This design comes from an exercise in tuning for small area and a short achievable clock period on the open sky130 flow, not from production work. The RTL was checked by simulation tests, not by an equivalence proof against the original design. Power figures rest on the tool's default switching activity, not on a simulated workload.

<file path="design/flow/design.v">
module pdl_ctrl #(
   parameter int N       = 32,
   parameter int OUT_NUM = 8
) (
   input  logic                 clk,
   input  logic                 reset,
   input  logic                 cfg_valid,
   output logic                 cfg_ready,
   input  logic [7:0]           cfg_addr,
   input  logic [N-1:0]         cfg_data,
   output logic                 cfg_err,
   input  logic                 commit,
   input  logic                 arm,
   input  logic                 abort,
   input  logic                 ext_trigger,
   output logic [OUT_NUM-1:0]   ch_trigger,
   output logic [OUT_NUM*N-1:0] ch_dl,
   output logic [OUT_NUM*N-1:0] ch_wb,
   output logic                 busy,
   output logic                 commit_pending,
   output logic                 done
);
   logic [19:0] ld, kp;
   logic        err_d;
   logic        rst_q;
   pdl_decode u_decode (
      .cfg_valid(cfg_valid), .rst_q(rst_q), .cfg_addr(cfg_addr),
      .reset(reset), .ld(ld), .kp(kp), .err(err_d)
   );
   always_ff @(posedge clk) begin
      cfg_ready <= ~reset;
      rst_q     <= reset;
      cfg_err   <= err_d;
   end
   logic [N-1:0]       sh_dl  [OUT_NUM];
   logic [N-1:0]       sh_wb  [OUT_NUM];
   logic [OUT_NUM-1:0] sh_mask;
   logic [N-1:0]       sh_on, sh_off, sh_shots;
   logic [OUT_NUM-1:0] ld_dl, ld_wb, kp_dl, kp_wb;
   logic               ld_mask, ld_on, ld_off, ld_shots;
   logic               kp_mask, kp_on, kp_off, kp_shots;
   always_comb begin
      ld_dl    = ld[7:0];
      ld_wb    = ld[15:8];
      ld_mask  = ld[16];
      ld_on    = ld[17];
      ld_off   = ld[18];
      ld_shots = ld[19];
      kp_dl    = kp[7:0];
      kp_wb    = kp[15:8];
      kp_mask  = kp[16];
      kp_on    = kp[17];
      kp_off   = kp[18];
      kp_shots = kp[19];
   end
   always_ff @(posedge clk) begin
      for (int k = 0; k < OUT_NUM; k++) begin
         sh_dl[k] <= ({N{ld_dl[k]}} & cfg_data) | ({N{kp_dl[k]}} & sh_dl[k]);
         sh_wb[k] <= ({N{ld_wb[k]}} & cfg_data) | ({N{kp_wb[k]}} & sh_wb[k]);
      end
      sh_mask  <= ({OUT_NUM{ld_mask}} & cfg_data[OUT_NUM-1:0]) | ({OUT_NUM{kp_mask}} & sh_mask);
      sh_on    <= ({N{ld_on}}    & cfg_data) | ({N{kp_on}}    & sh_on);
      sh_off   <= ({N{ld_off}}   & cfg_data) | ({N{kp_off}}   & sh_off);
      sh_shots <= ({N{ld_shots}} & cfg_data) | ({N{kp_shots}} & sh_shots);
   end
   logic st_wait, st_on, st_off;
   logic idle;
   logic timer_one, shot_one;            
   logic last;                           
   logic do_copy;
   logic cp, hd;                         
   assign idle    = ~busy;
   assign do_copy = (commit & (idle | abort | last)) | (commit_pending & (abort | last));
   assign cp      = do_copy & ~reset;
   assign hd      = ~do_copy & ~reset;
   logic [N-1:0]       act_dl [OUT_NUM];
   logic [N-1:0]       act_wb [OUT_NUM];
   logic [OUT_NUM-1:0] act_mask;
   logic [N-1:0]       act_on, act_off, act_shots;
   always_ff @(posedge clk) begin
      for (int k = 0; k < OUT_NUM; k++) begin
         act_dl[k] <= ({N{cp}} & sh_dl[k]) | ({N{hd}} & act_dl[k]);
         act_wb[k] <= ({N{cp}} & sh_wb[k]) | ({N{hd}} & act_wb[k]);
      end
      act_mask  <= ({OUT_NUM{cp}} & sh_mask)  | ({OUT_NUM{hd}} & act_mask);
      act_on    <= ({N{cp}} & sh_on)    | ({N{hd}} & act_on);
      act_off   <= ({N{cp}} & sh_off)   | ({N{hd}} & act_off);
      act_shots <= ({N{cp}} & sh_shots) | ({N{hd}} & act_shots);
   end
   always_ff @(posedge clk) begin
      commit_pending <= ~reset & ~do_copy & (commit | commit_pending);
   end
   logic sync1, sync2, rise;
   always_ff @(posedge clk) begin
      sync1 <= ~reset & ext_trigger;
      sync2 <= ~reset & sync1;
   end
   assign rise = sync1 & ~sync2;
   logic [N-1:0] timer, shot;
   logic [N-1:0] on_v, off_v, shots_v;   
   logic         on_one, off_one, shots_one;
   logic         on_hz, off_hz, shots_hz, timer_hz, shot_hz;   
   logic         timer_two, shot_is2;
   pdl_hz u_on_hz    (.v(act_on),    .z(on_hz));
   pdl_hz u_off_hz   (.v(act_off),   .z(off_hz));
   pdl_hz u_shots_hz (.v(act_shots), .z(shots_hz));
   pdl_hz u_timer_hz (.v(timer),     .z(timer_hz));
   pdl_hz u_shot_hz  (.v(shot),      .z(shot_hz));
   assign timer_two = timer_hz & timer[1] & ~timer[0];
   assign shot_is2  = shot_hz  & shot[1]  & ~shot[0];
   always_comb begin
      on_one    = on_hz    & ~act_on[1];
      off_one   = off_hz   & ~act_off[1];
      shots_one = shots_hz & ~act_shots[1];
      on_v      = {act_on[N-1:1],    act_on[0]    | on_one};
      off_v     = {act_off[N-1:1],   act_off[0]   | off_one};
      shots_v   = {act_shots[N-1:1], act_shots[0] | shots_one};
   end
   logic run;                            
   logic tload;                          
   assign run   = st_on | st_off;
   assign tload = ~run | timer_one;
   logic [N-1:0] tld, timer_dec;
   logic         tz8, tz16, tz24;
   assign tld = st_on ? off_v : on_v;
   always_comb begin
      for (int i = 0; i < N; i++) begin
         logic brw;
         brw = 1'b1;
         for (int j = (i / 8) * 8; j < i; j++) brw = brw & ~timer[j];
         if (i >= 8  && i < 16) brw = brw & tz8;
         if (i >= 16 && i < 24) brw = brw & tz16;
         if (i >= 24)           brw = brw & tz24;
         timer_dec[i] = timer[i] ^ brw;
      end
   end
   always_ff @(posedge clk) begin
      if (tload) begin
         timer     <= tld;
         timer_one <= st_on ? off_one : on_one;
         tz8       <= (tld[7:0]  == '0);
         tz16      <= (tld[15:0] == '0);
         tz24      <= (tld[23:0] == '0);
      end else begin
         timer     <= timer_dec;
         timer_one <= timer_two;
         tz8       <= (timer[7:0]  == 8'd1);
         tz16      <= (timer[15:0] == 16'd1);
         tz24      <= (timer[23:0] == 24'd1);
      end
   end
   logic       shot_two, z8, z16, z24;
   logic       lz8, lz16, lz24;
   pdl_lowz u_lowz (.v(shot[23:0]), .z8(lz8), .z16(lz16), .z24(lz24));
   logic [N-1:0] shot_dec;
   always_comb begin
      for (int i = 0; i < N; i++) begin
         logic brw;
         brw = 1'b1;
         for (int j = (i / 8) * 8; j < i; j++) brw = brw & ~shot[j];
         if (i >= 8)  brw = brw & z8;
         if (i >= 16) brw = brw & z16;
         if (i >= 24) brw = brw & z24;
         shot_dec[i] = shot[i] ^ brw;
      end
   end
   always_ff @(posedge clk) begin
      shot_two <= shot_is2;
      z8       <= lz8;
      z16      <= lz16;
      z24      <= lz24;
      if (~run) begin
         shot     <= shots_v;
         shot_one <= shots_one;
      end else if (st_off & timer_one) begin
         shot     <= shot_dec;
         shot_one <= shot_two;
      end
   end
   logic mask_nz;
   assign mask_nz = |act_mask;
   always_ff @(posedge clk) begin
      if (reset | abort) begin
         st_wait    <= 1'b0;
         st_on      <= 1'b0;
         st_off     <= 1'b0;
         busy       <= 1'b0;
         last       <= 1'b0;
         done       <= 1'b0;
         ch_trigger <= '0;
      end else begin
         st_wait    <= (idle & arm & mask_nz) | (st_wait & ~rise);
         st_on      <= (st_wait & rise) | (st_on & ~timer_one) | (st_off & timer_one);
         st_off     <= (st_on & timer_one & ~shot_one) | (st_off & ~timer_one);
         busy       <= (idle & arm & mask_nz) | st_wait | st_off | (st_on & ~last);
         done       <= (idle & arm & ~mask_nz) | last;
         last       <= (st_wait & rise & on_one & shots_one)
                     | (st_on & ~timer_one & timer_two & shot_one)
                     | (st_off & timer_one & on_one & shot_two);
         ch_trigger <= ((st_wait & rise) | (st_on & ~timer_one) | (st_off & timer_one))
                       ? act_mask : '0;
      end
   end
   for (genvar k = 0; k < OUT_NUM; k++) begin : g_pack
      assign ch_dl[k*N +: N] = act_dl[k];
      assign ch_wb[k*N +: N] = act_wb[k];
   end
endmodule
module pdl_hz (
   input  logic [31:0] v,
   output logic        z
);
   assign z = ~|v[31:2];
endmodule
module pdl_lowz (
   input  logic [23:0] v,
   output logic        z8,
   output logic        z16,
   output logic        z24
);
   logic a, b, c;
   assign a   = ~|v[7:0];
   assign b   = ~|v[15:8];
   assign c   = ~|v[23:16];
   assign z8  = a;
   assign z16 = a & b;
   assign z24 = a & b & c;
endmodule
module pdl_decode (
   input  logic        cfg_valid,
   input  logic        rst_q,
   input  logic [7:0]  cfg_addr,
   input  logic        reset,
   output logic [19:0] ld,
   output logic [19:0] kp,
   output logic        err
);
   logic [19:0] hit;
   logic        miss;
   pdl_adec u_adec (.cfg_valid(cfg_valid), .cfg_addr(cfg_addr), .hit(hit), .miss(miss));
   pdl_sel  u_sel  (.hit(hit), .miss(miss), .rst_q(rst_q), .reset(reset),
                    .ld(ld), .kp(kp), .err(err));
endmodule
module pdl_adec (
   input  logic        cfg_valid,
   input  logic [7:0]  cfg_addr,
   output logic [19:0] hit,
   output logic        miss
);
   logic       g_dl, g_wb, g_cf;
   logic [7:0] lo;
   always_comb begin
      g_dl = cfg_valid & (cfg_addr[7:3] == 5'b00000);
      g_wb = cfg_valid & (cfg_addr[7:3] == 5'b01000);
      g_cf = cfg_valid & (cfg_addr[7:3] == 5'b10000) & ~cfg_addr[2];
      for (int k = 0; k < 8; k++) lo[k] = (cfg_addr[2:0] == 3'(k));
      for (int k = 0; k < 8; k++) begin
         hit[k]     = g_dl & lo[k];
         hit[8 + k] = g_wb & lo[k];
      end
      for (int k = 0; k < 4; k++) hit[16 + k] = g_cf & lo[k];
      miss = cfg_valid & ~(g_dl | g_wb | g_cf);
   end
endmodule
module pdl_sel (
   input  logic [19:0] hit,
   input  logic        miss,
   input  logic        rst_q,
   input  logic        reset,
   output logic [19:0] ld,
   output logic [19:0] kp,
   output logic        err
);
   always_comb begin
      ld  = hit & {20{~rst_q & ~reset}};
      kp  = ~hit & {20{~reset}};
      err = miss & ~rst_q & ~reset;
   end
endmodule
</file>
<file path="design/flow/flow/run.sh">
#!/bin/bash
# The standard layout with two changes, both made through config.mk:
#  - buffer_ports uses plain buf_2 cells for the port buffers instead of
#    the delay cells it picks by default;
#  - the slow OR3/OR4 cells are kept out of the combinational logic (they
#    are added to DONT_USE_CELLS; no register cell is affected).
# The make output goes to standard.log in the work folder; ORFS's own
# per-step logs stay under orfs/logs/.
set -euo pipefail
cat >> config.mk <<'EOF'
export BUFFER_PORTS_ARGS = -buffer_cell sky130_fd_sc_hd__buf_2
export DONT_USE_CELLS += sky130_fd_sc_hd__or3_1 sky130_fd_sc_hd__or3_2 sky130_fd_sc_hd__or3_4 sky130_fd_sc_hd__or4_1 sky130_fd_sc_hd__or4_2 sky130_fd_sc_hd__or4_4 sky130_fd_sc_hd__or3b_1 sky130_fd_sc_hd__or3b_2 sky130_fd_sc_hd__or3b_4 sky130_fd_sc_hd__or4b_1 sky130_fd_sc_hd__or4b_2 sky130_fd_sc_hd__or4b_4 sky130_fd_sc_hd__or4bb_1 sky130_fd_sc_hd__or4bb_2 sky130_fd_sc_hd__or4bb_4
EOF
bash standard.sh > standard.log 2>&1
</file>
<file path="design/flow/standard.sh">
#!/bin/bash
# synth_recipe.tcl (not shown) runs the flow's synth.tcl, then flattens the netlist and writes it again
# the make line also repeats each setting of config.mk as NAME=value (left out here)
make -C /OpenROAD-flow-scripts/flow DESIGN_CONFIG=/design/flow/config.mk WORK_HOME=/design/flow/orfs CLKGATE_MAP_FILE= SYNTH_SCRIPT=/design/flow/synth_recipe.tcl "${@:-finish}"
</file>
<file path="design/flow/config.mk">
export PLATFORM = sky130hd
export DESIGN_NAME = pdl_ctrl
export DESIGN_NICKNAME = pdl_ctrl
export VERILOG_FILES = /design/flow/design.v
export SDC_FILE = /design/flow/constraint.sdc
export NUM_CORES = 4
export LEC_CHECK = 0
export CAP_MARGIN = 20
export CORE_MARGIN = 2
export CORE_UTILIZATION = 55
export CTS_CLUSTER_DIAMETER = 100
export CTS_CLUSTER_SIZE = 25
export PLACE_DENSITY = 0.7
export SETUP_SLACK_MARGIN = 1.5
export SLEW_MARGIN = 20
export SYNTH_HIERARCHICAL = 1
export BUFFER_PORTS_ARGS = -buffer_cell sky130_fd_sc_hd__buf_2
export DONT_USE_CELLS += sky130_fd_sc_hd__or3_1 sky130_fd_sc_hd__or3_2 sky130_fd_sc_hd__or3_4 sky130_fd_sc_hd__or4_1 sky130_fd_sc_hd__or4_2 sky130_fd_sc_hd__or4_4 sky130_fd_sc_hd__or3b_1 sky130_fd_sc_hd__or3b_2 sky130_fd_sc_hd__or3b_4 sky130_fd_sc_hd__or4b_1 sky130_fd_sc_hd__or4b_2 sky130_fd_sc_hd__or4b_4 sky130_fd_sc_hd__or4bb_1 sky130_fd_sc_hd__or4bb_2 sky130_fd_sc_hd__or4bb_4
</file>
<file path="design/flow/constraint.sdc">
create_clock -name core_clock -period 3.4 [get_ports {clk}]
set_input_delay 0.6800 -clock core_clock [delete_from_list [all_inputs] [get_ports {clk}]]
set_output_delay 0.6800 -clock core_clock [all_outputs]
set_load 0.01 [all_outputs]
</file>
==> impl_metrics.py, run 1 <==
metrics = {
    "cells_and_area": {
        "fill_cells": 6099,
        "register_area_um2": 27100,
        "design_area_um2": 48700,
        "final_cells": 4864,
        "multi_input_area_um2": 14600,
        "area_delta_synth_final_pct": 14.1,
        "layout.nets": 3882,
        "drive_gt1_frac": 0.250,
        "finish.utilization": 0.631,
    },
    "die": {
        "rows": 102,
        "die_w_um": 283,
        "core_um2": 77200,
        "initial_core_util": 0.553,
        "die_h_um": 283,
        "dieArea_um2": 79900,
        "io_pins": 572,
    },
    "timing": {
        "rsz0062_at_grt": "true",
        "fmax_mhz": 532,
        "worst_slack_ns": 1.52,
        "fin_worst_skew_ns": 0.0194,
        "setup-tns-final_ns": 0,
        "fin_crit_ns": 1.88,
        "slew_headroom": 0.317,
        "slew_violations": 0,
        "hold_viol_final": 0,
        "timing.final.crit_share": 0.553,
        "setup_viol": 0,
        "worst_pin_slew_ns": 1.02,
    },
    "critical_path": {
        "reg2reg_from": "busy",
        "crit_path_top_delay_cell": "and2_4",
        "worstSetupEndpointType": "flip-flop",
        "crit_cells": 5,
        "critical_path_class": "reg -> reg",
        "cpPeakStageDelay_ns": 0.36,
        "worst-endpoint-arrival_ns": 2.48,
        "worst-endpoint-required_ns": 4.00,
        "rr_worst_depth": 5,
        "regToRegEndpoint": "act_dl[3][6]",
        "crit_path_cell_trace": "o21ai_2 -> and2_4 -> buf_12 -> buf_16 -> a22o_1",
        "critPathLaunchType": "flip-flop",
        "worstSetupStartpoint": "busy",
        "critPathMaxFanout": 59,
        "r2r_setup_slack_ns": 1.52,
        "cp_num_buf_inv": 2,
        "cp_top_family": "compound AO/OA/AOI/OAI gates",
        "endpoint": "act_dl[3][6]",
    },
    "grt": {
        "grt_antenna_before_repair": 5,
        "grt_pass1_vias": 28600,
        "grt_pass1_wl_um": 190000,
        "track_usage": 0.314,
        "grt_max_degree": 115,
        "overflow": 0,
    },
    "power": {
        "power.density_nw_per_um2": 501,
        "leakage_uw": 0.0206,
        "ir_drop_mv": 0.406,
    },
    "synth": {
        "async_flop_share": 0,
        "synthesis.nets": 3491,
        "synth_edf_count": 33,
        "ys_ff_latch": 1325,
        "syn-instance-count": 3427,
        "ys_seq_area_frac": 0.629,
        "synth_area_leaders": "dfxtp_1 (61%), a22o_1 (25%), edfxtp_1 (2.3%)",
        "yosys.area.top_type": "dfxtp_1",
        "yosys_warnings": 13,
        "synth_top_area_share": 0.606,
        "synth.avg_cell_area_um2": 12.5,
        "ys_types": 56,
        "netlist_area_um2": 42700,
        "ys.flop_type": "dfxtp_1",
    },
    "place": {
        "place_area_um2": 46400,
        "pre_cts_ws_ns": 0.900,
        "hpwl_um": 81000,
        "dp_cells": 4782,
        "port_buffers": 571,
        "place_congestion": 0.864,
    },
    "route": {
        "first_pass_iters": 5,
        "vias": 30800,
        "via_per_inst": 6.34,
        "routed_wl_um": 131000,
        "ant_nets": 0,
        "wl_per_cell_um": 27.0,
        "drt_iter0_drc": 2885,
        "drc_errors": 0,
    },
    "hold_path": {
        "hold_path_class": "in -> reg",
    },
    "status": {
        "outcome": "complete, no violations",
    },
    "flow_run": {
        "max_cap_violations": 0,
    },
    "clock_tree": {
        "clk_pin_slew_ns": 0.10,
        "root_buffer": "clkbuf_16",
        "cts_buffer_depth": 3,
        "clk_latency_ns": 0.66,
        "cts-buffers-inserted": 58,
        "htree_levels": 2,
        "clkSinkCount": 1325,
        "hold_buffers": 0,
        "cts_tree": "done",
    },
}
## state kept, by name, indices dropped and copies added (netlist names), 32 cells and up
| signal | cells |
|---|---|
| act_dl | 256 |
| act_off | 32 |
| act_on | 32 |
| act_shots | 32 |
| act_wb | 256 |
| sh_dl | 256 |
| sh_off | 32 |
| sh_on | 32 |
| sh_shots | 32 |
| sh_wb | 256 |
| shot | 32 |
| timer | 32 |
## Yosys cell counts, types with 3 or more instances
| cell | n |
|---|---|
| mux2i_1 | 14 |
| nand2b_1 | 5 |
| nor3b_2 | 20 |
| xnor2_1 | 10 |
| a31oi_1 | 15 |
| buf_1 | 15 |
| nor3b_1 | 8 |
| xor2_1 | 12 |
| nand4_1 | 11 |
| a211oi_1 | 19 |
| a22o_1 | 1232 |
| buf_2 | 75 |
| o21a_1 | 4 |
| a21oi_1 | 29 |
| buf_4 | 3 |
| a21boi_0 | 7 |
| and4b_1 | 3 |
| nand3b_1 | 6 |
| o21ai_0 | 39 |
| and3_1 | 22 |
| dfxtp_1 | 1292 |
| nor4_2 | 7 |
| nor2_1 | 63 |
| nor2b_1 | 28 |
| nor4b_1 | 4 |
| nor4_1 | 48 |
| edfxtp_1 | 33 |
| inv_1 | 24 |
| nand3_1 | 10 |
| and2_1 | 10 |
| buf_6 | 37 |
| clkbuf_1 | 218 |
| nor3_1 | 10 |
| nand2_1 | 49 |
| ha_1 | 17 |
## how the worst min path moves through the flow
stage                      start       endpoint  slack [ns]  depth (start not counted)
finish               ext_trigger          sync1        0.26                          2
global route         ext_trigger          sync1        0.23                          2
CTS                  ext_trigger          sync1        0.23                          2
detailed placement  sh_shots[13]  act_shots[13]        0.45                          1
global placement     sh_dl[5][4]   act_dl[5][4]        0.45                          1
floorplan                  rst_q        cfg_err        0.41                          1
## where the power goes
group | switching, uW | internal (uW)
Sequential | 19.2 | 15600
Combinational | 812 | 191
Clock | 4690 | 3120
## layout by cell type (no fill, tap or decap), drive strengths merged, types with 11 or more instances in the layout
cell and n:
edfxtp 33, and2 14, ha 17, and3 22, buf 676, nor2 65
clkbuf 64, mux2i 14, nor3b 28, nand2 49, a31oi 15, nand4 11
a22o 1232, nor2b 28, inv 25, a21oi 29, a211oi 19, o21ai 40
xor2 12, nor3 11, nor4 55, dfxtp 1292
## metrics by stage
stage               hold slack, ns  total power, uW
global placement             0.447            16900
CTS                          0.231            24400
floorplan                    0.407            16500
finish                       0.259            24400
detailed placement           0.452            16900
global route                 0.231            25000
## modules after synthesis, one instance, submodules excluded, excerpt
module	times used	flops+latches	area (um^2)
pdl_ctrl	1	1325	41600
pdl_sel	1	0	387
pdl_adec	1	0	260
pdl_lowz	1	0	72.6
pdl_hz	5	0	70.1
## worst reg2reg max path: cells and delay by family, from the launching register on
family                 cells  cell delay, ns
AND/OR/NAND/NOR            1            0.36
flip-flops                 1            0.34
AO/OA/AOI/OAI              2            0.58
buffers and inverters      2            0.55
## cell type report
class,count,share of cell area
Tap cell,1040,0.0267
Sequential cell,1325,0.555
Antenna cell,2,0.000103
Multi-Input combinational cell,1732,0.299
Timing Repair Buffer,677,0.0866
Clock inverter,1,0.000180
Clock buffer,63,0.0306
Inverter,24,0.00185
## repair_timing
action | CTS | global route
setup endpoints to repair | 568 | 581
buffers inserted | 8 | 6
resized for setup | 121 | 126
gates cloned | 1 | 1
pin swaps | 4 | 10
## layer usage
layer	routed length, um	vias up	global-route usage	share of wire
li1	-	13800	-	-
met1	56200	15500	0.433	0.43
met2	59000	1272	0.478	0.45
met3	10900	241	0.0761	0.083
met4	5240	10	0.119	0.040
met5	62	-	0	0.00047
## cell families (layout without fill, tap and decap cells)
| family | Yosys count | count (layout) | share of synthesized area |
|---|---|---|---|
| AOI/OAI and AO/OA | 1351 | 1351 | 0.269 |
| DFF | 1325 | 1325 | 0.629 |
| buffers and inverters | 372 | 765 | 0.0417 |
| and+or+nand+nor | 325 | 327 | 0.0473 |
| xor gates and xnor gates | 22 | 22 | 0.00451 |
| adders and majority gates | 17 | 17 | 0.00498 |
| muxes | 15 | 15 | 0.00354 |
| other | 0 | 2 | 0 |
==> run 2, diff against run 1 <==
--- a/design/flow/config.mk
+++ b/design/flow/config.mk
@@ -9,6 +9,5 @@
 export CORE_MARGIN = 2
-export CORE_UTILIZATION = 55
+export CORE_UTILIZATION = 60
 export CTS_CLUSTER_DIAMETER = 100
 export CTS_CLUSTER_SIZE = 25
-export PLACE_DENSITY = 0.7
 export SETUP_SLACK_MARGIN = 1.5
==> run 2 against run 1 <==
  * Still clean on timing, DRC and antenna
  * Via count up 0.80%
  * Synthesized cell count unchanged
  * Count of clock-buffer cells in the layout up 2
  * Power up 0.33%
  * Routed wire length up 1.9%
  * First-iteration DRC count up 4.1%
  * Sequential power about the same
  * Global-route usage up 3.2 points
  * Cell area down 0.50%
  * Critical path depth down 4
  * Highest routed layer is now met4
==> impl_metrics.py, run 2 <==
metrics = {
    "timing": {
        "worst_pin_slew_ns": 1.16,
        "slew_headroom": 0.222,
        "setup-tns-final_ns": 0,
        "timing.final.crit_share": 0.555,
        "fin_worst_skew_ns": 0.0137,
        "fin_crit_ns": 1.89,
        "fmax_mhz": 530,
        "hold_viol_final": 0,
        "rsz0062_at_grt": "true",
        "slew_violations": 0,
        "setup_viol": 0,
    },
    "synth": {
        "synthesis.nets": 3491,
        "yosys_warnings": 13,
        "ys_ff_latch": 1325,
        "netlist_area_um2": 42700,
        "async_flop_share": 0,
        "ys.flop_type": "dfxtp_1",
        "synth-simple-area-share": 0.0473,
        "synth.area.mux_share": 0.00354,
        "ys_seq_area_frac": 0.629,
        "synth-xor-area-share": 0.00451,
        "synth_compound_area_frac": 0.269,
        "synth_area_leaders": "dfxtp_1 (61%), a22o_1 (25%), edfxtp_1 (2.3%)",
        "syn-instance-count": 3427,
        "synth_adder_area_share": 0.00498,
        "synth.avg_cell_area_um2": 12.5,
        "ys_types": 56,
        "yosys-top-cells-count": "dfxtp_1 (1292), a22o_1 (1232), clkbuf_1 (218)",
        "synth_edf_count": 33,
        "synth_top_family_by_area": "compound AO/OA/AOI/OAI gates",
        "yosys.area.top_type": "dfxtp_1",
        "synth_top_area_share": 0.606,
        "yosysMostFrequentCell": "dfxtp_1",
    },
    "critical_path": {
        "crit_path_cell_trace": "buf_4",
        "cp_top_family": "flip-flops",
        "cp_num_buf_inv": 1,
        "cpPeakStageDelay_ns": 0.38,
        "crit_path_top_delay_cell": "dfxtp_1",
        "worst-endpoint-required_ns": 2.72,
        "critical_path_class": "reg -> out",
        "rr_worst_depth": 5,
        "reg2reg_from": "busy",
        "worstSetupEndpointType": "output pin",
        "critPathMaxFanout": 2,
        "regToRegEndpoint": "act_wb[6][16]",
        "r2r_setup_slack_ns": 1.53,
        "critPathLaunchType": "flip-flop",
        "worst-endpoint-arrival_ns": 1.21,
        "crit_cells": 1,
    },
    "grt": {
        "grt_pass1_vias": 30100,
        "overflow": 0,
        "grt_max_degree": 140,
        "grt_pass1_wl_um": 196000,
        "track_usage": 0.346,
        "grt_antenna_before_repair": 5,
    },
    "cells_and_area": {
        "area_delta_synth_final_pct": 13.5,
        "layout.nets": 3869,
        "design_area_um2": 48500,
        "drive_gt1_frac": 0.236,
        "final_cells": 4755,
        "final_common_cell": "a22o_1",
        "final_cell_mix": "a22o_1 (1232), dfxtp_1 (1214), buf_2 (498), buf_4 (128), dfxtp_2 (75)",
    },
    "route": {
        "ant_nets": 0,
        "drt_iter0_drc": 3002,
        "via_per_inst": 6.54,
        "vias": 31100,
        "wl_per_cell_um": 28.2,
        "first_pass_iters": 5,
        "routed_wl_um": 134000,
        "drc_errors": 0,
    },
    "place": {
        "port_buffers": 571,
        "hpwl_um": 82400,
        "place_area_um2": 46100,
        "place_congestion": 0.852,
        "dp_cells": 4667,
    },
    "die": {
        "initial_core_util": 0.608,
        "dieArea_um2": 73300,
        "die_w_um": 271,
        "rows": 97,
        "core_um2": 70300,
        "die_h_um": 271,
        "io_pins": 572,
    },
    "clock_tree": {
        "clk_latency_ns": 0.67,
        "cts_tree": "done",
        "clkSinkCount": 1325,
        "htree_levels": 2,
        "cts-buffers-inserted": 58,
        "clk_pin_slew_ns": 0.10,
        "root_buffer": "clkbuf_16",
        "hold_buffers": 0,
        "cts_buffer_depth": 3,
    },
    "power": {
        "power.density_nw_per_um2": 505,
        "ir_drop_mv": 0.445,
        "leakage_uw": 0.0205,
    },
    "status": {
        "outcome": "complete, no violations",
    },
    "flow_run": {
        "max_cap_violations": 0,
    },
    "hold_path": {
        "hold_path_depth": 2,
        "whs_endpoint": "sync1",
        "hold_path_class": "in -> reg",
        "hold_start": "ext_trigger",
    },
}
## run 2: cell types whose count changed in the layout (fill, tap and decap cells not counted), moves of 3 or more
cell,change
ha_2,+3
nor3b_4,-3
clkbuf_16,+7
dfxtp_4,-12
buf_4,+7
dfxtp_1,+51
buf_6,-8
nor2_2,+5
dfxtp_2,-39
nor2_4,-6
buf_12,-8
diode_2,+3
buf_2,-15
## run 2: timing repair
item                                   4_1_cts  5_1_grt
buffers inserted                             4        6
setup endpoints to repair                  853      681
resized for setup                           91      132
gates cloned                                 2        6
endpoints found under the hold margin        0        0
pin swaps                                    6       13
## run 2: where the power goes
group	internal, uW	total, uW	leakage (uW)	switching [uW]
registers	15600	15600	0.0108	19.0
clock network	3210	7890	0.000756	4680
logic	189	995	0.00891	807
## run 2: cell families after synthesis
group / after synthesis
compound gates: 1351
xor+xnor: 22
fa+ha+maj: 17
buf+inv: 372
flops: 1325
mux: 15
simple gates: 325
## run 2: final cells by class
type                       count  area, um^2
antenna                        5        12.5
fill                        5157       21800
clock buffer                  65        1540
timing repair buffer         663        4170
sequential                  1325       27000
tap                          940        1180
inverter                      24        90.1
multi-input combinational   1733       14500
## run 2: how the worst max path moves through the flow
stage	start	to	slack, ns
after CTS	act_wb[1][17]	ch_wb[49]	1.50
after detailed placement	cfg_addr[4]	sh_dl[5][19]	0.45
after global placement	cfg_addr[4]	sh_dl[5][15]	0.51
final	act_dl[5][27]	ch_dl[187]	1.51
after floorplan	cfg_addr[4]	sh_on[31]	1.41
after global routing	act_dl[4][4]	ch_dl[132]	1.48
## run 2: per-layer routing
layer	GRT usage	vias up	wire (um)
met5	0	-	0
met4	0.149	0	6150
met3	0.0879	267	11800
met2	0.549	1377	62200
met1	0.449	15700	53800
li1	-	13700	-
## run 2: metrics by stage
step	hold slack [ns]	total power, uW	worst slack (ns)	utilization
global route	0.264	25100	1.48	0.690
detailed placement	0.452	16900	0.447	0.656
global placement	0.434	16900	0.509	0.656
floorplan	0.407	16500	1.41	-
finish	0.271	24500	1.51	0.690
CTS	0.229	24500	1.50	0.682
## run 2: per-module statistics from Yosys (local to each module, per instance), a selection
| module | area [um^2] | flops+latches | cells inside |
|---|---|---|---|
| pdl_hz | 70.1 | 0 | 11 |
| pdl_ctrl | 41600 | 1325 | 3280 |
| pdl_lowz | 72.6 | 0 | 9 |
| pdl_adec | 260 | 0 | 35 |
| pdl_sel | 387 | 0 | 48 |
==> run 3, diff against run 2 <==
--- a/design/flow/flow/run.sh
+++ b/design/flow/flow/run.sh
@@ -4,2 +4,4 @@
 #    the delay cells it picks by default;
+#  - RECOVER_POWER 50: cells off the critical paths are downsized after the
+#    global-route repair;
 #  - the slow OR3/OR4 cells are kept out of the combinational logic (they
@@ -11,2 +13,3 @@
 export BUFFER_PORTS_ARGS = -buffer_cell sky130_fd_sc_hd__buf_2
+export RECOVER_POWER = 50
 export DONT_USE_CELLS += sky130_fd_sc_hd__or3_1 sky130_fd_sc_hd__or3_2 sky130_fd_sc_hd__or3_4 sky130_fd_sc_hd__or4_1 sky130_fd_sc_hd__or4_2 sky130_fd_sc_hd__or4_4 sky130_fd_sc_hd__or3b_1 sky130_fd_sc_hd__or3b_2 sky130_fd_sc_hd__or3b_4 sky130_fd_sc_hd__or4b_1 sky130_fd_sc_hd__or4b_2 sky130_fd_sc_hd__or4b_4 sky130_fd_sc_hd__or4bb_1 sky130_fd_sc_hd__or4bb_2 sky130_fd_sc_hd__or4bb_4
--- a/design/flow/config.mk
+++ b/design/flow/config.mk
@@ -9,3 +9,3 @@
 export CORE_MARGIN = 2
-export CORE_UTILIZATION = 60
+export CORE_UTILIZATION = 65
 export CTS_CLUSTER_DIAMETER = 100
@@ -16,2 +16,3 @@
 export BUFFER_PORTS_ARGS = -buffer_cell sky130_fd_sc_hd__buf_2
+export RECOVER_POWER = 50
 export DONT_USE_CELLS += sky130_fd_sc_hd__or3_1 sky130_fd_sc_hd__or3_2 sky130_fd_sc_hd__or3_4 sky130_fd_sc_hd__or4_1 sky130_fd_sc_hd__or4_2 sky130_fd_sc_hd__or4_4 sky130_fd_sc_hd__or3b_1 sky130_fd_sc_hd__or3b_2 sky130_fd_sc_hd__or3b_4 sky130_fd_sc_hd__or4b_1 sky130_fd_sc_hd__or4b_2 sky130_fd_sc_hd__or4b_4 sky130_fd_sc_hd__or4bb_1 sky130_fd_sc_hd__or4bb_2 sky130_fd_sc_hd__or4bb_4
==> run 3 against run 2 <==
  * Register-to-register slack got worse by 0.62 ns
  * Synthesized area did not move
  * Critical path type is now in -> reg
  * Clock power fell by 2%
  * Worst setup slack got worse by 0.75 ns
  * Critical path depth rose by 6
  * Utilization rose by 5.0 points
  * Combinational power fell by 5.0%
  * Still clean on timing, DRC and antenna
  * Critical endpoint is now sh_dl[4][5]
  * Power fell by 1.0%
==> impl_metrics.py, run 3 <==
metrics = {
    "timing": {
        "fin_worst_skew_ns": 0.0179,
        "fin_crit_ns": 2.63,
        "hold_ws_ns": 0.272,
        "slew_headroom": 0.102,
        "setup_viol": 0,
        "fmax_mhz": 380,
        "setup-tns-final_ns": 0,
        "slew_violations": 0,
        "hold_viol_final": 0,
        "rsz0062_at_grt": "true",
        "worst_pin_slew_ns": 1.35,
        "timing.final.crit_share": 0.774,
    },
    "clock_tree": {
        "root_buffer": "clkbuf_16",
        "clk_latency_ns": 0.66,
        "cts_tree": "done",
        "clk_pin_slew_ns": 0.10,
        "cts-buffers-inserted": 58,
        "htree_levels": 2,
        "hold_buffers": 0,
        "clkSinkCount": 1325,
        "cts_buffer_depth": 3,
    },
    "synth": {
        "netlist_area_um2": 42700,
        "ys_types": 56,
        "syn-instance-count": 3427,
        "yosys-top-cells-count": "dfxtp_1 (1292), a22o_1 (1232), clkbuf_1 (218)",
        "yosys.area.top_type": "dfxtp_1",
        "ys_ff_latch": 1325,
        "synth_edf_count": 33,
        "synth.avg_cell_area_um2": 12.5,
        "synth_top_area_share": 0.606,
        "ys_seq_area_frac": 0.629,
        "synthesis.nets": 3491,
        "async_flop_share": 0,
        "ys.flop_type": "dfxtp_1",
        "yosys_warnings": 13,
        "synth_area_leaders": "dfxtp_1 (61%), a22o_1 (25%), edfxtp_1 (2.3%)",
        "yosysMostFrequentCell": "dfxtp_1",
    },
    "status": {
        "outcome": "complete, no violations",
    },
    "grt": {
        "met3_usage": 0.0954,
        "grt_antenna_before_repair": 6,
        "grtUsageMet1": 0.476,
        "top_usage_layer": "met2",
        "grt_max_degree": 122,
        "grt_pass1_wl_um": 192000,
        "gr-usage-met2": 0.591,
        "grt_pass1_vias": 30400,
        "track_usage": 0.372,
        "overflow": 0,
    },
    "critical_path": {
        "critPathMaxFanout": 32,
        "worstSetupStartpoint": "cfg_addr[4]",
        "rr_worst_depth": 6,
        "worst-endpoint-arrival_ns": 3.22,
        "r2r_setup_slack_ns": 0.91,
        "regToRegEndpoint": "act_dl[3][21]",
        "reg2reg_from": "busy",
        "worst-endpoint-required_ns": 3.99,
        "worstSetupEndpointType": "flip-flop",
        "critical_path_class": "in -> reg",
        "critPathLaunchType": "primary input",
    },
    "route": {
        "vias": 31300,
        "drc_errors": 0,
        "routed_wl_um": 131000,
        "wl_per_cell_um": 28.0,
        "via_per_inst": 6.69,
        "ant_nets": 0,
        "drt_iter0_drc": 3535,
        "first_pass_iters": 6,
    },
    "place": {
        "dp_cells": 4589,
        "place_congestion": 0.899,
        "port_buffers": 571,
        "hpwl_um": 81700,
    },
    "hold_path": {
        "hold_path_class": "in -> reg",
        "hold_start": "commit",
        "whs_endpoint": "commit_pending",
        "hold_path_depth": 2,
    },
    "die": {
        "dieArea_um2": 67800,
        "io_pins": 572,
        "die_w_um": 260,
        "initial_core_util": 0.660,
        "rows": 93,
        "core_um2": 64700,
        "die_h_um": 260,
    },
    "cells_and_area": {
        "final_common_cell": "a22o_1",
        "register_area_um2": 27000,
        "multi_input_area_um2": 14300,
        "final_cells": 4677,
        "area_delta_synth_final_pct": 12.2,
        "drive_gt1_frac": 0.225,
        "final_cell_mix": "a22o_1 (1232), dfxtp_1 (1208), buf_2 (505), buf_4 (103), dfxtp_2 (82)",
        "layout.nets": 3878,
        "fill_cells": 4443,
    },
    "power": {
        "ir_drop_mv": 0.443,
        "p_total_uw": 24200,
        "leakage_uw": 0.0203,
        "power.density_nw_per_um2": 506,
    },
    "flow_run": {
        "max_cap_violations": 0,
    },
}
==> run 3: cell counts after synthesis <==
No cell type changed its count.
==> run 3: power by group <==
part           switching [uW]  internal [uW]
clock network            4590           3120
registers                16.0          15600
logic                     784            161
total                    5380          18800
==> run 3: modules after synthesis, one instance, submodules excluded, excerpt <==
module | flops+latches | times used | area, um^2 | cells inside
pdl_sel | 0 | 1 | 387 | 48
pdl_adec | 0 | 1 | 260 | 35
pdl_hz | 0 | 5 | 70.1 | 11
pdl_lowz | 0 | 1 | 72.6 | 9
pdl_ctrl | 1325 | 1 | 41600 | 3280
==> run 3: cells by family after synthesis <==
group           share of synthesized area
compound gates                      0.269
mux                               0.00354
buf+inv                            0.0417
fa+ha+maj                         0.00498
flops                               0.629
simple gates                       0.0473
xor+xnor                          0.00451
==> run 3: area by class of cell <==
cell class                      instances  area share
Timing Repair Buffer                  673      0.0825
Tap cell                              855      0.0223
Antenna cell                            5    0.000261
Clock buffer                           62      0.0311
Clock inverter                          1    0.000183
Multi-Input combinational cell       1732       0.299
Sequential cell                      1325       0.563
Inverter                               24     0.00188
==> run 3: worst max path at each step <==
stage | cells past startpoint | slack (ns) | to
after floorplan | 6 | 1.41 | sh_on[31]
after global placement | 6 | 0.53 | sh_wb[5][31]
after detailed placement | 7 | 0.70 | sh_wb[5][8]
after CTS | 1 | 1.49 | busy
after global routing | 7 | 0.75 | sh_dl[3][20]
final | 7 | 0.77 | sh_dl[4][5]
==> run 3: repair_timing <==
item / CTS / global route
resized for setup: 92 / 105
gates cloned: 1 / 1
hold endpoints to repair: 0 / 0
pin swaps: 4 / 3
setup endpoints to repair: 647 / 242
setup buffers: 14 / 4
==> run 3: per-layer routing <==
layer / vias up / share of wire
li1: 13700 / -
met1: 15700 / 0.39
met2: 1550 / 0.46
met3: 304 / 0.098
met4: 0 / 0.053
met5: - / 0
==> run 3: worst max-delay path: stages <==
cell      delay [ns]
buf_2           0.10
nor3_1          0.41
clkbuf_1        0.49
and3_1          0.29
nor3b_1         0.21
clkbuf_2        0.76
a22o_1          0.27
==> run 3: through the flow <==
stage / setup slack (ns) / instance area [um^2] / utilization
3_5_place_dp: 0.704 / 46000 / 0.710
6_report: 0.768 / 47900 / 0.740
5_1_grt: 0.751 / 47900 / 0.740
4_1_cts: 1.49 / 47800 / 0.739
2_1_floorplan: 1.41 / 42800 / -
3_3_place_gp: 0.532 / 45900 / 0.710
==> run 4, diff against run 3 <==
--- a/design/flow/flow/run.sh
+++ b/design/flow/flow/run.sh
@@ -4,4 +4,2 @@
 #    the delay cells it picks by default;
-#  - RECOVER_POWER 50: cells off the critical paths are downsized after the
-#    global-route repair;
 #  - the slow OR3/OR4 cells are kept out of the combinational logic (they
@@ -13,3 +11,2 @@
 export BUFFER_PORTS_ARGS = -buffer_cell sky130_fd_sc_hd__buf_2
-export RECOVER_POWER = 50
 export DONT_USE_CELLS += sky130_fd_sc_hd__or3_1 sky130_fd_sc_hd__or3_2 sky130_fd_sc_hd__or3_4 sky130_fd_sc_hd__or4_1 sky130_fd_sc_hd__or4_2 sky130_fd_sc_hd__or4_4 sky130_fd_sc_hd__or3b_1 sky130_fd_sc_hd__or3b_2 sky130_fd_sc_hd__or3b_4 sky130_fd_sc_hd__or4b_1 sky130_fd_sc_hd__or4b_2 sky130_fd_sc_hd__or4b_4 sky130_fd_sc_hd__or4bb_1 sky130_fd_sc_hd__or4bb_2 sky130_fd_sc_hd__or4bb_4
--- a/design/flow/config.mk
+++ b/design/flow/config.mk
@@ -11,3 +11,3 @@
 export CTS_CLUSTER_DIAMETER = 100
-export CTS_CLUSTER_SIZE = 25
+export CTS_CLUSTER_SIZE = 20
 export SETUP_SLACK_MARGIN = 1.5
@@ -16,3 +16,2 @@
 export BUFFER_PORTS_ARGS = -buffer_cell sky130_fd_sc_hd__buf_2
-export RECOVER_POWER = 50
 export DONT_USE_CELLS += sky130_fd_sc_hd__or3_1 sky130_fd_sc_hd__or3_2 sky130_fd_sc_hd__or3_4 sky130_fd_sc_hd__or4_1 sky130_fd_sc_hd__or4_2 sky130_fd_sc_hd__or4_4 sky130_fd_sc_hd__or3b_1 sky130_fd_sc_hd__or3b_2 sky130_fd_sc_hd__or3b_4 sky130_fd_sc_hd__or4b_1 sky130_fd_sc_hd__or4b_2 sky130_fd_sc_hd__or4b_4 sky130_fd_sc_hd__or4bb_1 sky130_fd_sc_hd__or4bb_2 sky130_fd_sc_hd__or4bb_4
==> run 4 against run 3 <==
  * Worst hold slack improved by 0.014 ns
  * Routed wire length rose by 0.54%
  * Clock power rose by 18%
  * Count of clock-buffer cells in the layout rose by 21
  * Power rose by 5.9%
  * Global-route usage rose by 0.43 points
  * Via count rose by 0.42%
  * Die area did not move
  * Maximum frequency rose by 40%
  * Sequential cell count did not move
  * Cell area rose by 1.2%
==> impl_metrics.py, run 4 <==
metrics = {
    "cells_and_area": {
        "area_delta_synth_final_pct": 13.5,
        "design_area_um2": 48500,
        "final_cell_mix": "dfxtp_1 (1233), a22o_1 (1232), buf_2 (546), buf_4 (98), clkbuf_16 (79)",
        "final_common_cell": "dfxtp_1",
        "fill_cells": 4331,
        "drive_gt1_frac": 0.234,
        "layout.nets": 3894,
    },
    "critical_path": {
        "rr_worst_depth": 7,
        "worst-endpoint-required_ns": 3.97,
        "critPathMaxFanout": 32,
        "worstSetupEndpointType": "flip-flop",
        "critical_path_class": "in -> reg",
        "worst-endpoint-arrival_ns": 2.45,
        "critPathLaunchType": "primary input",
    },
    "grt": {
        "overflow": 0,
        "grt_antenna_before_repair": 6,
        "grt_pass1_vias": 30700,
        "track_usage": 0.376,
        "grt_max_degree": 122,
        "grt_pass1_wl_um": 194000,
    },
    "place": {
        "port_buffers": 571,
        "place_area_um2": 46000,
        "place_congestion": 0.899,
        "hpwl_um": 81700,
    },
    "power": {
        "p_sw_frac": 0.223,
        "power_frac_seq": 0.607,
        "p_comb_frac": 0.037,
        "p_clk_frac": 0.356,
        "internal_power_uw": 19900,
        "p_switching_uw": 5730,
        "leakage_uw": 0.0207,
        "ir_drop_mv": 0.481,
        "power.density_nw_per_um2": 529,
    },
    "synth": {
        "synth_top_area_share": 0.606,
        "ys_types": 56,
        "synth-simple-area-share": 0.0473,
        "synth_area_leaders": "dfxtp_1 (61%), a22o_1 (25%), edfxtp_1 (2.3%)",
        "yosys.area.top_type": "dfxtp_1",
        "yosys_warnings": 13,
        "synth_compound_area_frac": 0.269,
        "syn-instance-count": 3427,
        "synth_top_family_by_area": "compound AO/OA/AOI/OAI gates",
        "netlist_area_um2": 42700,
        "synth_adder_area_share": 0.00498,
        "synth-xor-area-share": 0.00451,
        "async_flop_share": 0,
        "yosysMostFrequentCell": "dfxtp_1",
        "synth.avg_cell_area_um2": 12.5,
        "synth_edf_count": 33,
        "synthesis.nets": 3491,
        "ys_ff_latch": 1325,
        "synth.area.mux_share": 0.00354,
        "ys.flop_type": "dfxtp_1",
        "yosys-top-cells-count": "dfxtp_1 (1292), a22o_1 (1232), clkbuf_1 (218)",
        "ys_seq_area_frac": 0.629,
    },
    "route": {
        "routed_wl_um": 132000,
        "ant_nets": 0,
        "vias": 31400,
        "via_per_inst": 6.68,
        "drt_iter0_drc": 3640,
        "drc_errors": 0,
        "first_pass_iters": 5,
        "wl_per_cell_um": 28.0,
    },
    "timing": {
        "rsz0062_at_grt": "true",
        "fin_crit_ns": 1.88,
        "setup-tns-final_ns": 0,
        "slew_headroom": 0.152,
        "setup_viol": 0,
        "hold_viol_final": 0,
        "fin_worst_skew_ns": 0.0160,
        "timing.final.crit_share": 0.552,
        "worst_pin_slew_ns": 1.26,
        "fmax_mhz": 533,
        "slew_violations": 0,
    },
    "clock_tree": {
        "clk_pin_slew_ns": 0.08,
        "clk_latency_ns": 0.65,
        "htree_levels": 3,
        "cts_tree": "done",
        "root_buffer": "clkbuf_16",
        "cts_buffer_depth": 3,
        "clkSinkCount": 1325,
        "cts-buffers-inserted": 76,
    },
    "die": {
        "io_pins": 572,
        "die_h_um": 260,
        "core_um2": 64700,
        "initial_core_util": 0.660,
        "die_w_um": 260,
        "rows": 93,
        "dieArea_um2": 67800,
    },
    "hold_path": {
        "hold_path_depth": 2,
        "hold_path_class": "in -> reg",
    },
    "flow_run": {
        "max_cap_violations": 0,
    },
    "status": {
        "outcome": "complete, no violations",
    },
}
-- run 4: cell families (layout without fill, tap and decap cells) --
group | after synthesis | in the layout
multiplexers | 15 | 15
buffers and inverters | 372 | 783
flip-flops | 1325 | 1325
AND/OR/NAND/NOR | 325 | 327
XOR/XNOR | 22 | 22
other | 0 | 5
AO/OA/AOI/OAI | 1351 | 1351
adder cells (fa/ha/maj) | 17 | 17
-- run 4: area by class of cell --
| type | count | area, um^2 | area share |
|---|---|---|---|
| Sequential cell | 1325 | 26900 | 0.555 |
| Tap cell | 855 | 1070 | 0.0221 |
| Antenna cell | 5 | 12.5 | 0.000258 |
| Inverter | 24 | 90.1 | 0.00186 |
| Timing Repair Buffer | 671 | 3900 | 0.0804 |
| Clock inverter | 5 | 66.3 | 0.00137 |
| Multi-Input combinational cell | 1732 | 14400 | 0.297 |
| Clock buffer | 83 | 1990 | 0.0411 |
-- run 4: critical path: stages --
cell and delay, ns:
buf_2 0.10, nor3_2 0.29, buf_4 0.25, and3_1 0.26
nor3b_4 0.20, buf_4 0.39, a22o_1 0.23
-- run 4: path summary, 6_finish.rpt --
kind | slack, ns | start | to
max | 1.52 | cfg_addr[4] | sh_wb[1][30]
min | 0.29 | commit | commit_pending
max reg2reg | 1.53 | act_on[4] | timer[0]
min reg2reg | 0.47 | sh_dl[3][19] | act_dl[3][19]
-- run 4: repair_timing --
action	in CTS	in global routing
hold buffers	0	0
pin swaps	5	5
endpoints found under the setup margin	633	272
buffers inserted	12	4
gates resized for setup	68	59
cloned	1	1
-- run 4: modules after synthesis (local to each module, per instance), a selection --
module	flops+latches	cells	area, um^2
pdl_sel	0	48	387
pdl_lowz	0	9	72.6
pdl_ctrl	1325	3280	41600
pdl_hz	0	11	70.1
pdl_adec	0	35	260
-- run 4: per-layer routing --
metal,wire (um),track usage
met5,0,0
met4,7050,0.186
met3,12300,0.100
met2,61000,0.594
met1,51500,0.479
-- run 4: power groups by stage --
stage / Combinational [uW] / Clock, uW / Sequential [uW]
after floorplan: 549 / 0 / 15900
final: 944 / 9120 / 15600
after global placement: 883 / 0 / 16000
after detailed placement: 899 / 0 / 16000
after CTS: 916 / 9160 / 15600
after global routing: 966 / 9710 / 15600
-- run 4: stage by stage --
| step | hold WS, ns | total power [uW] | setup WS (ns) | utilization | cells |
|---|---|---|---|---|---|
| 3_5_place_dp | 0.454 | 16900 | 0.704 | 0.710 | 4589 |
| 4_1_cts | 0.266 | 25700 | 1.50 | 0.747 | 4690 |
| 2_1_floorplan | 0.407 | 16500 | 1.41 | - | 3427 |
| 6_report | 0.286 | 25600 | 1.52 | 0.749 | 4700 |
| 5_1_grt | 0.274 | 26300 | 1.49 | 0.749 | 4700 |
| 3_3_place_gp | 0.446 | 16800 | 0.532 | 0.710 | 4588 |
==> run 5, diff against run 4 <==
--- a/design/flow/config.mk
+++ b/design/flow/config.mk
@@ -8,2 +8,3 @@
 export CAP_MARGIN = 20
+export CORE_ASPECT_RATIO = 2
 export CORE_MARGIN = 2
@@ -11,3 +12,3 @@
 export CTS_CLUSTER_DIAMETER = 100
-export CTS_CLUSTER_SIZE = 20
+export CTS_CLUSTER_SIZE = 25
 export SETUP_SLACK_MARGIN = 1.5
==> run 5 against run 4 <==
  * Critical path depth decreased by 2
  * Global-route usage decreased by 1.1 points
  * Count of clock-buffer cells in the layout decreased by 20
  * First-iteration DRC count decreased by 22%
  * Routed wire length decreased by 3.1%
  * Synthesized area unchanged
  * Worst hold slack got worse by 0.025 ns
  * Clock skew increased by 0.017 ns
  * Via count decreased by 1.9%
  * Sequential share of layout area increased by 0.63 points
  * Sequential cell count unchanged
  * Critical path type is now reg -> reg
==> impl_metrics.py, run 5 <==
metrics = {
    "clock_tree": {
        "clk_pin_slew_ns": 0.10,
        "cts_tree": "done",
        "cts_buffer_depth": 3,
        "cts-buffers-inserted": 58,
        "root_buffer": "clkbuf_16",
        "htree_levels": 2,
        "clk_latency_ns": 0.67,
        "hold_buffers": 0,
        "clkSinkCount": 1325,
    },
    "cells_and_area": {
        "design_area_um2": 47900,
        "fill_cells": 4621,
        "final_cells": 4677,
        "register_area_um2": 26900,
        "area_delta_synth_final_pct": 12.2,
        "multi_input_area_um2": 14400,
        "layout.nets": 3859,
        "final_cell_mix": "dfxtp_1 (1248), a22o_1 (1232), buf_2 (527), buf_4 (105), clkbuf_16 (60)",
        "final_common_cell": "dfxtp_1",
        "n_antenna_cell": 0,
        "drive_gt1_frac": 0.222,
    },
    "synth": {
        "ys_types": 56,
        "netlist_area_um2": 42700,
        "synth.avg_cell_area_um2": 12.5,
        "synth_top_area_share": 0.606,
        "ys_ff_latch": 1325,
        "synthesis.nets": 3491,
        "async_flop_share": 0,
        "yosys.area.top_type": "dfxtp_1",
        "yosys_warnings": 13,
        "synth_area_leaders": "dfxtp_1 (61%), a22o_1 (25%), edfxtp_1 (2.3%)",
        "synth_edf_count": 33,
        "syn-instance-count": 3427,
        "yosysMostFrequentCell": "dfxtp_1",
        "yosys-top-cells-count": "dfxtp_1 (1292), a22o_1 (1232), clkbuf_1 (218)",
        "ys_seq_area_frac": 0.629,
        "ys.flop_type": "dfxtp_1",
    },
    "grt": {
        "overflow": 0,
        "grtUsageMet1": 0.489,
        "track_usage": 0.365,
        "top_usage_layer": "met2",
        "grt_pass1_vias": 29300,
        "met3_usage": 0.102,
        "grt_antenna_before_repair": 4,
        "grt_pass1_wl_um": 189000,
        "grt_max_degree": 198,
        "gr-usage-met2": 0.553,
    },
    "die": {
        "dieArea_um2": 67900,
        "initial_core_util": 0.653,
        "rows": 133,
        "die_w_um": 185,
        "die_h_um": 367,
        "core_um2": 65400,
        "io_pins": 572,
    },
    "route": {
        "drt_iter0_drc": 2823,
        "routed_wl_um": 128000,
        "wl_per_cell_um": 27.3,
        "drc_errors": 0,
        "first_pass_iters": 6,
        "via_per_inst": 6.59,
        "vias": 30800,
        "ant_nets": 0,
    },
    "timing": {
        "setup-tns-final_ns": 0,
        "slew_headroom": 0.261,
        "setup_viol": 0,
        "worst_pin_slew_ns": 1.11,
        "hold_viol_final": 0,
        "timing.final.crit_share": 0.571,
        "fin_crit_ns": 1.94,
        "rsz0062_at_grt": "true",
        "fin_worst_skew_ns": 0.0329,
        "fmax_mhz": 515,
        "slew_violations": 0,
        "hold_ws_ns": 0.261,
    },
    "place": {
        "hpwl_um": 79100,
        "place_area_um2": 45900,
        "place_congestion": 0.865,
        "port_buffers": 571,
        "dp_cells": 4602,
    },
    "critical_path": {
        "worstSetupEndpointType": "flip-flop",
        "critical_path_class": "reg -> reg",
        "worst-endpoint-arrival_ns": 2.56,
        "critPathLaunchType": "flip-flop",
        "critPathMaxFanout": 197,
        "worst-endpoint-required_ns": 4.01,
    },
    "power": {
        "power.density_nw_per_um2": 507,
        "p_total_uw": 24300,
        "leakage_uw": 0.0203,
        "ir_drop_mv": 0.531,
    },
    "flow_run": {
        "max_cap_violations": 0,
    },
    "hold_path": {
        "hold_path_class": "in -> reg",
    },
    "status": {
        "outcome": "complete, no violations",
    },
}
run 5: cell types whose count changed in the layout (fill, tap and decap cells not counted), moves of 5 or more:
cell       delta
dfxtp_2      -16
dfxtp_1      +15
buf_2        -19
clkbuf_16    -19
buf_4         +7
diode_2       -5
run 5: final cells by class:
cell class,instances,share of cell area
sequential,1325,0.562
multi-input combinational,1730,0.301
timing repair buffer,656,0.0807
clock buffer,63,0.0311
tap,877,0.0229
inverter,24,0.00188
clock inverter,2,0.000601
run 5: timing repair:
action                     4_1_cts  5_1_grt
setup endpoints to repair       45      291
resized for setup               62       64
cloned                           0        1
buffers inserted                 3        6
pin swaps                        5        9
run 5: final timing paths:
kind / end / cells after the start / start / slack, ns
worst max-delay path: act_wb[5][23] / 5 / last / 1.46
worst min-delay path: sync1 / 2 / ext_trigger / 0.26
worst max register to register: act_wb[5][23] / 5 / last / 1.46
worst min register to register: act_wb[1][28] / 1 / sh_wb[1][28] / 0.47
run 5: per-layer routing:
layer	up-vias	share of wire
li1	13700	-
met1	15400	0.40
met2	1431	0.45
met3	258	0.10
met4	8	0.048
met5	-	0.00039
run 5: where the power goes:
| group | internal, uW | switching (uW) |
|---|---|---|
| sequential | 15600 | 17.5 |
| combinational | 158 | 792 |
| clock | 3130 | 4640 |
| total | 18900 | 5450 |
run 5: logic make-up after synthesis:
logic type               after synthesis  share of synthesized area
adder cells (fa/ha/maj)               17                    0.00498
AND/OR/NAND/NOR                      325                     0.0473
flip-flops                          1325                      0.629
buffers and inverters                372                     0.0417
AO/OA/AOI/OAI                       1351                      0.269
multiplexers                          15                    0.00354
XOR/XNOR                              22                    0.00451
run 5: critical path, stage by stage (launching register included):
cell	delay [ns]
dfxtp_1	0.33
o22ai_1	0.14
o21ai_1	0.13
nor2_4	0.20
buf_16	0.44
a22o_1	0.30
run 5: stage by stage:
stage | worst slack (ns) | utilization
after floorplan | 1.41 | -
after global placement | 0.904 | 0.702
after detailed placement | 0.894 | 0.702
after CTS | 1.49 | 0.728
after global routing | 1.45 | 0.733
final | 1.46 | 0.733
run 5: per-module statistics from Yosys, one instance, submodules excluded, excerpt:
module    flops+latches  copies in the design
pdl_ctrl           1325                     1
pdl_sel               0                     1
pdl_adec              0                     1
pdl_lowz              0                     1
pdl_hz                0                     5
==> run 6, diff against run 5 <==
--- a/design/flow/config.mk
+++ b/design/flow/config.mk
@@ -8,3 +8,2 @@
 export CAP_MARGIN = 20
-export CORE_ASPECT_RATIO = 2
 export CORE_MARGIN = 2
@@ -13,2 +12,3 @@
 export CTS_CLUSTER_SIZE = 25
+export GPL_TIMING_DRIVEN = 0
 export SETUP_SLACK_MARGIN = 1.5
==> run 6 against run 5 <==
  * Final cell count rose by 4.9%
  * Clock power increased by 0.5%
  * First-iteration DRC count grew 31%
  * Synthesized area did not move
  * Still clean
==> impl_metrics.py, run 6 <==
metrics = {
    "critical_path": {
        "worst-endpoint-arrival_ns": 2.52,
        "worst-endpoint-required_ns": 4.01,
        "r2r_setup_slack_ns": 1.50,
        "crit_path_frequent_cell": "buf_2",
        "critical_path_class": "in -> reg",
        "cpPeakStageDelay_ns": 0.31,
        "regToRegEndpoint": "shot[1]",
        "critPathMaxFanout": 10,
        "critPathLaunchType": "primary input",
        "crit_path_cell_trace": "buf_2 -> nor3_4 -> buf_2 -> and3_1 -> nor3b_4 -> buf_12 -> clkbuf_2 -> a22o_1",
        "worstSetupEndpointType": "flip-flop",
        "reg2reg_from": "st_on",
        "rr_worst_depth": 5,
        "crit_path_top_delay_cell": "clkbuf_2",
    },
    "place": {
        "port_buffers": 539,
        "place_area_um2": 46600,
        "place_congestion": 0.958,
        "hpwl_um": 102000,
    },
    "power": {
        "power.density_nw_per_um2": 499,
        "power_frac_seq": 0.637,
        "ir_drop_mv": 0.585,
        "p_clk_frac": 0.319,
        "p_sw_frac": 0.227,
        "p_switching_uw": 5560,
        "leakage_uw": 0.0211,
        "p_comb_frac": 0.044,
        "internal_power_uw": 18900,
    },
    "route": {
        "vias": 33300,
        "routed_wl_um": 144000,
        "drc_errors": 0,
        "drt_iter0_drc": 3712,
        "wl_per_cell_um": 29.3,
        "via_per_inst": 6.78,
        "ant_nets": 0,
        "first_pass_iters": 7,
    },
    "grt": {
        "grt_antenna_before_repair": 8,
        "track_usage": 0.411,
        "grt_pass1_wl_um": 208000,
        "overflow": 0,
        "met3_usage": 0.110,
        "grt_max_degree": 27,
        "grt_pass1_vias": 32100,
        "top_usage_layer": "met2",
        "grtUsageMet1": 0.509,
        "gr-usage-met2": 0.644,
    },
    "synth": {
        "yosys-top-cells-count": "dfxtp_1 (1292), a22o_1 (1232), clkbuf_1 (218)",
        "yosys_warnings": 13,
        "ys.flop_type": "dfxtp_1",
        "syn-instance-count": 3427,
        "netlist_area_um2": 42700,
        "ys_types": 56,
        "synth_area_leaders": "dfxtp_1 (61%), a22o_1 (25%), edfxtp_1 (2.3%)",
        "synth_top_area_share": 0.606,
        "synthesis.nets": 3491,
        "yosysMostFrequentCell": "dfxtp_1",
        "ys_seq_area_frac": 0.629,
        "ys_ff_latch": 1325,
        "yosys.area.top_type": "dfxtp_1",
        "synth_edf_count": 33,
        "synth.avg_cell_area_um2": 12.5,
        "async_flop_share": 0,
    },
    "cells_and_area": {
        "drive_gt1_frac": 0.243,
        "final_cell_mix": "a22o_1 (1232), dfxtp_1 (1228), buf_2 (546), clkbuf_1 (118), clkbuf_2 (99)",
        "fill_cells": 4366,
        "layout.nets": 4108,
        "design_area_um2": 49000,
        "final_common_cell": "a22o_1",
        "area_delta_synth_final_pct": 14.7,
    },
    "hold_path": {
        "hold_path_depth": 2,
        "hold_start": "ext_trigger",
        "hold_path_class": "in -> reg",
        "whs_endpoint": "sync1",
    },
    "die": {
        "die_h_um": 260,
        "io_pins": 572,
        "initial_core_util": 0.660,
        "rows": 93,
        "dieArea_um2": 67800,
        "die_w_um": 260,
        "core_um2": 64700,
    },
    "clock_tree": {
        "cts-buffers-inserted": 58,
        "hold_buffers": 0,
        "root_buffer": "clkbuf_16",
        "clk_pin_slew_ns": 0.10,
        "cts_buffer_depth": 3,
        "clkSinkCount": 1325,
        "htree_levels": 2,
        "cts_tree": "done",
        "clk_latency_ns": 0.67,
    },
    "timing": {
        "slew_violations": 0,
        "worst_pin_slew_ns": 1.24,
        "fin_worst_skew_ns": 0.0182,
        "fmax_mhz": 523,
        "fin_crit_ns": 1.91,
        "rsz0062_at_grt": "true",
        "setup_viol": 0,
        "hold_ws_ns": 0.251,
        "hold_viol_final": 0,
        "timing.final.crit_share": 0.563,
        "setup-tns-final_ns": 0,
        "slew_headroom": 0.174,
    },
    "flow_run": {
        "max_cap_violations": 0,
    },
    "status": {
        "outcome": "complete, no violations",
    },
}
==> run 6: changes by cell type in the layout (fill, tap and decap cells not counted), moves of 13 or more <==
cell,previous run,this run
clkbuf_1,4,118
clkbuf_2,0,99
buf_6,3,47
buf_4,105,80
dfxtp_1,1248,1228
buf_2,527,546
dfxtp_2,41,55
nor2_1,41,54
==> run 6: cell families after synthesis <==
group / Yosys count / synth area share
mux: 15 / 0.00354
fa+ha+maj: 17 / 0.00498
compound gates: 1351 / 0.269
xor+xnor: 22 / 0.00451
simple gates: 325 / 0.0473
flops: 1325 / 0.629
buf+inv: 372 / 0.0417
==> run 6: stage by stage <==
| stage | worst slack (ns) | std cells | power [uW] | utilization |
|---|---|---|---|---|
| after floorplan | 1.41 | 3427 | 16500 | - |
| after global placement | 0.375 | 4821 | 16900 | 0.720 |
| after detailed placement | 0.343 | 4821 | 16900 | 0.720 |
| after CTS | 1.39 | 4898 | 24400 | 0.751 |
| after global routing | 1.45 | 4908 | 25000 | 0.757 |
| final | 1.49 | 4908 | 24500 | 0.757 |
==> run 6: cell type report <==
| cell class | instances | area, um^2 | area share |
|---|---|---|---|
| repair buffers | 556 | 3090 | 0.0630 |
| well taps | 855 | 1070 | 0.0218 |
| flip-flops and latches | 1325 | 27000 | 0.550 |
| clock buffers | 64 | 1500 | 0.0305 |
| multi-input cells | 1731 | 14400 | 0.294 |
| diodes | 4 | 10.0 | 0.000204 |
| clock inverters | 1 | 8.76 | 0.000179 |
| plain buffers | 348 | 1880 | 0.0384 |
| inverters | 24 | 90.1 | 0.00184 |
==> run 6: power groups by stage <==
stage	Sequential (uW)	Combinational, uW	Clock, uW
6_report	15600	1070	7810
5_1_grt	15600	1100	8300
4_1_cts	15600	1020	7790
3_5_place_dp	15900	1000	0
3_3_place_gp	15900	969	0
2_1_floorplan	15900	549	0
==> run 6: per-layer routing <==
metal	vias up	share of wire	wire (um)
met5	-	0.00016	23
met4	4	0.069	9990
met3	452	0.11	15300
met2	1984	0.45	65500
met1	16600	0.37	53200
li1	14300	-	-
==> run 6: worst max-delay path: cells and delay by family <==
kind | cells | cell delay [ns]
and+or+nand+nor | 3 | 0.77
buffers and inverters | 4 | 0.85
AOI/OAI and AO/OA | 1 | 0.22
==> run 6: worst max path at each step <==
| stage | from | endpoint | slack (ns) | cells after the start |
|---|---|---|---|---|
| 3_5_place_dp | cfg_addr[4] | sh_wb[2][7] | 0.34 | 7 |
| 3_3_place_gp | cfg_addr[4] | sh_wb[2][7] | 0.37 | 7 |
| 5_1_grt | st_on | shot[24] | 1.45 | 5 |
| 2_1_floorplan | cfg_addr[4] | sh_on[31] | 1.41 | 6 |
| 6_report | cfg_addr[4] | sh_wb[2][7] | 1.49 | 8 |
| 4_1_cts | timer_one | ch_trigger[7] | 1.39 | 4 |
==> run 6: timing repair <==
| item | in CTS | in global routing |
|---|---|---|
| gates cloned | 1 | 0 |
| gates resized for setup | 141 | 163 |
| setup endpoints to repair | 1105 | 699 |
| buffers inserted | 11 | 6 |
| pin swaps | 4 | 3 |
==> run 6: Yosys stat by module, one instance, submodules excluded, excerpt <==
module / cell area [um^2] / flops+latches / copies in the design
pdl_ctrl: 41600 / 1325 / 1
pdl_sel: 387 / 0 / 1
pdl_adec: 260 / 0 / 1
pdl_lowz: 72.6 / 0 / 1
pdl_hz: 70.1 / 0 / 5

[separate check: timing with driven ports]
No port has a modelled driver above. Below, the same layouts with a new extraction and two added sets of constraints.
Step 1: set_driving_cell puts a clkbuf_16 on clk and a buf_2 on each other input, an assumption about the parent block.
Step 2, shift: input delay + t, output delay - t, t = (earliest + latest rising clock arrival at the registers) / 2. This alone moves slack from input paths to output paths.
Three values: ideal, step 1, step 2; two values: the first two.
run | shift t [ns] | setup slack, ns | hold WS [ns] | clock arrival spread, ns | pins driven straight from the clock port
run 1 | 0.716 | 1.521 / 1.458 / 0.801 | 0.259 / 0.213 / 0.471 | 0.021 / 0.021 | 1
run 2 | 0.738 | 1.514 / 1.441 / 0.858 | 0.271 / 0.230 / 0.461 | 0.016 / 0.015 | 1
run 3 | 0.719 | 0.768 / 0.807 / 0.088 | 0.272 / 0.223 / 0.466 | 0.024 / 0.024 | 1
run 4 | 0.700 | 1.524 / 1.465 / 0.859 | 0.286 / 0.256 / 0.469 | 0.022 / 0.022 | 1
run 5 | 0.732 | 1.458 / 1.440 / 0.844 | 0.261 / 0.214 / 0.471 | 0.034 / 0.034 | 1
run 6 | 0.734 | 1.487 / 1.415 / 0.799 | 0.251 / 0.199 / 0.470 | 0.018 / 0.019 | 1
After both steps setup and hold are still met in every run listed. For run 1, which loses most, drivers alone change the setup slack by -0.063 ns; drivers and shift together by -0.720 ns.
